Background: an optimization exercise with open tools, aiming at small area, a short achievable clock period and few clock cycles per item. Do not read the settings as production practice.
RTL that was checked went through simulation tests only; none was proved equivalent to the original.

// selectable_string_hash
module selectable_string_hash (
  input  logic                        clk_i,
  input  logic                        rst_ni,
  input  logic                        cfg_valid_i,
  output logic                        cfg_ready_o,
  input  logic [ssh_pkg::CfgIdxW-1:0] cfg_index_i,
  input  logic [ssh_pkg::HashW-1:0]   cfg_data_i,
  input  logic                        in_valid_i,
  output logic                        in_stall_o,
  input  logic [ssh_pkg::ByteW-1:0]   data_byte_i,
  input  logic                        last_i,
  input  logic                        no_byte_i,
  output logic                        out_valid_o,
  input  logic                        out_stall_i,
  output logic [ssh_pkg::HashW-1:0]   hash_value_o
);
==> flow/config.mk <==
export PLATFORM = sky130hd
export DESIGN_NAME = selectable_string_hash
export DESIGN_NICKNAME = selectable_string_hash
export VERILOG_FILES = /design/flow/design.v
export SDC_FILE = /design/flow/constraint.sdc
export NUM_CORES = 4
export LEC_CHECK = 0
export ABC_AREA = 1
export CAP_MARGIN = 20
export CORE_MARGIN = 2
export CORE_UTILIZATION = 58
export SETUP_SLACK_MARGIN = 3.5
export SLEW_MARGIN = 20
export TNS_END_PERCENT = 100
==> flow/constraint.sdc <==
create_clock -name core_clock -period 11.0 [get_ports {clk_i}]
set_input_delay 2.2000 -clock core_clock [delete_from_list [all_inputs] [get_ports {clk_i}]]
set_output_delay 2.2000 -clock core_clock [all_outputs]
set_load 0.01 [all_outputs]
run.sh (not shown) runs the stock make flow with config.mk's settings and CLKGATE_MAP_FILE= SYNTH_SCRIPT=/design/flow/synth_recipe.tcl, a recipe that flattens the netlist after the stock synthesis.
==> next run, changes <==
CORE_UTILIZATION = 45   (was 58)
SETUP_SLACK_MARGIN = 4.2   (was 3.5)
After rerunning:
- The new run finished clean
- via count grows by 2.7%
- first-iteration DRC count shrinks by 21%
- hold slack barely changes
- sequential cell count does not change
- clock-buffer cell count grows by 2
- die area grows by 28%
- wire length grows by 10%
- final area grows by 8.9%
- global-route usage shrinks by 5.9 points
==> next run, changes <==
SETUP_SLACK_MARGIN = 3.5   (was 4.2)
Outcome: Critical path depth stays the same; setup slack gets worse by 540 ps; flip-flop and latch count stays the same; sequential share of layout area grows by 1.2 points; global-route usage goes down by 2.7 points; cell area decreases by 7.4%; count of clock-buffer cells in the layout goes up by 1; non-clock buffer count came out lower by 83; via count came out lower by 4.3%; hold slack hardly moves.
Function was not checked in any run of this note: the RTL went through the layout flow alone.

run A:
Another version of the RTL of selectable_string_hash (not shown whole).
Size in the first run: about 3200 cells after synthesis, about 140 flip-flops, roughly 84 I/O pins, about 25000 um2 of cells after synthesis.
==> flow/config.mk <==
export PLATFORM = sky130hd
export DESIGN_NAME = selectable_string_hash
export DESIGN_NICKNAME = selectable_string_hash
export VERILOG_FILES = /design/flow/design.v
export SDC_FILE = /design/flow/constraint.sdc
export NUM_CORES = 4
export LEC_CHECK = 0
export ABC_AREA = 1
export CAP_MARGIN = 20
export CORE_MARGIN = 2
export CORE_UTILIZATION = 45
export SETUP_SLACK_MARGIN = 4.3
export SLEW_MARGIN = 20
export TNS_END_PERCENT = 100
==> flow/constraint.sdc <==
create_clock -name core_clock -period 11.0 [get_ports {clk_i}]
set_input_delay 2.2000 -clock core_clock [delete_from_list [all_inputs] [get_ports {clk_i}]]
set_output_delay 2.2000 -clock core_clock [all_outputs]
set_load 0.01 [all_outputs]
The following lists how run B was set up differently from run A:
Settings: SETUP_SLACK_MARGIN: 4.3 -> 3.8.
Notes after the runs:
- Number of detailed-route iterations in the first pass: run B and run A compared, higher one is run B
- Between run B and run A, the difference in hold slack is negligible.
- Taking run A as the reference point, the detailed-route via count of run B falls by 2.0%.
- [compare] base=run A new=run B: global-route usage now sits lower, worst setup slack now sits lower.
No run of this note included a check of the RTL's function; only the layout flow was run.

Another version of the RTL of selectable_string_hash (not shown whole).
Size in the first run: ~170 flip-flops, ~0.026 sq mm of cells after synthesis.
==> flow/config.mk <==
export PLATFORM = sky130hd
export DESIGN_NAME = selectable_string_hash
export DESIGN_NICKNAME = selectable_string_hash
export VERILOG_FILES = /design/flow/design.v
export SDC_FILE = /design/flow/constraint.sdc
export NUM_CORES = 4
export LEC_CHECK = 0
export ABC_AREA = 1
export CAP_MARGIN = 20
export CORE_MARGIN = 2
export CORE_UTILIZATION = 40
export SETUP_SLACK_MARGIN = 4.0
export SLEW_MARGIN = 20
export TNS_END_PERCENT = 100
==> flow/constraint.sdc <==
create_clock -name core_clock -period 11.0 [get_ports {clk_i}]
set_input_delay 2.2000 -clock core_clock [delete_from_list [all_inputs] [get_ports {clk_i}]]
set_output_delay 2.2000 -clock core_clock [all_outputs]
set_load 0.01 [all_outputs]
Testbench counts at the start, summed over its fixed seeds: cycles 13,980, bytes 13,438.
Change:
CORE_UTILIZATION = 58   (was 40)
SETUP_SLACK_MARGIN = 3.8   (was 4.0)
Routed wire length shrinks by 1.9%.
Maximum frequency falls by 4.2%.
Cell count is lower by 6.5%.
Synthesized area is unchanged.
Count of clock-buffer cells in the layout rose by 1.
Change:
==> flow/flow/run.sh (new file) <==
#!/bin/bash
# The standard layout, with one change to synthesis: Yosys's synth runs
# without its early ABC pass (-noabc), so the adder trees reach extract_fa
# as written and map to full-adder cells with fewer polarity inverters.
# Registers, their names and the rest of the flow are the standard ones.
set -euo pipefail
sed 's/synth -nofsm -noshare /synth -nofsm -noshare -noabc /' synth_recipe.tcl > flow_synth.tcl
grep -q -- '-noabc' flow_synth.tcl
bash standard.sh SYNTH_SCRIPT="$PWD/flow_synth.tcl" finish > standard.log 2>&1
==> flow/standard.sh (new file) <==
#!/bin/bash
# synth_recipe.tcl (not shown) runs the flow's synth.tcl, then flattens the netlist and writes it again
# the make line also repeats each setting of config.mk as NAME=value (left out here)
make -C /OpenROAD-flow-scripts/flow DESIGN_CONFIG=/design/flow/config.mk WORK_HOME=/design/flow/orfs CLKGATE_MAP_FILE= SYNTH_SCRIPT=/design/flow/synth_recipe.tcl "${@:-finish}"
CORE_UTILIZATION = 45   (was 58)
removed: flow/run.sh
Result: Cell count decreases by 0.94%. Synthesized area decreases by 1.2%. First-iteration DRC count decreases by 29%. Clock skew barely changes. Sequential share of layout area increases by 0.59 points. Cell area decreases by 3.6%. Die area increases by 27%. Count of clock-buffer cells in the layout decreases by 1.

## what the ideal ports hide
In the flow no input, the clock included, has a driving cell. The finished layouts below were timed again as built, in two steps. Step 1, drivers: a clkbuf_16 drives clk_i and a buf_2 each remaining input, both assumed. Step 2 moves the port delays by t, midway between the first and last clock arrival at a register: inputs arrive t later, outputs are due t later. That takes back most of the time a late clock gives input paths. Three values: ideal, step 1, step 2; two values: the first two.
run | t, ns | setup WS [ns] | worst setup path at the end
the first run of note 1 | 0.516 | 3.648 / 3.648 / 3.648 | register to register
the second run of note 1 | 0.511 | 4.051 / 4.051 / 3.906 | input to register
the third run of note 1 | 0.504 | 3.507 / 3.507 / 3.487 | input to register
run A | 0.488 | 4.073 / 4.073 / 4.073 | register to register
run B | 0.488 | 3.964 / 3.964 / 3.964 | register to register
the first run of note 3 | 0.521 | 4.184 / 4.184 / 4.150 | input to register
the second run of note 3 | 0.518 | 3.882 / 3.882 / 3.597 | input to register
the third run of note 3 | 0.513 | 3.858 / 3.858 / 3.858 | register to register
After both steps setup and hold are still met in every run listed. The setup slack of the second run of note 3, which loses most, moves by 0.000 ns with the drivers and by -0.285 ns with both steps.
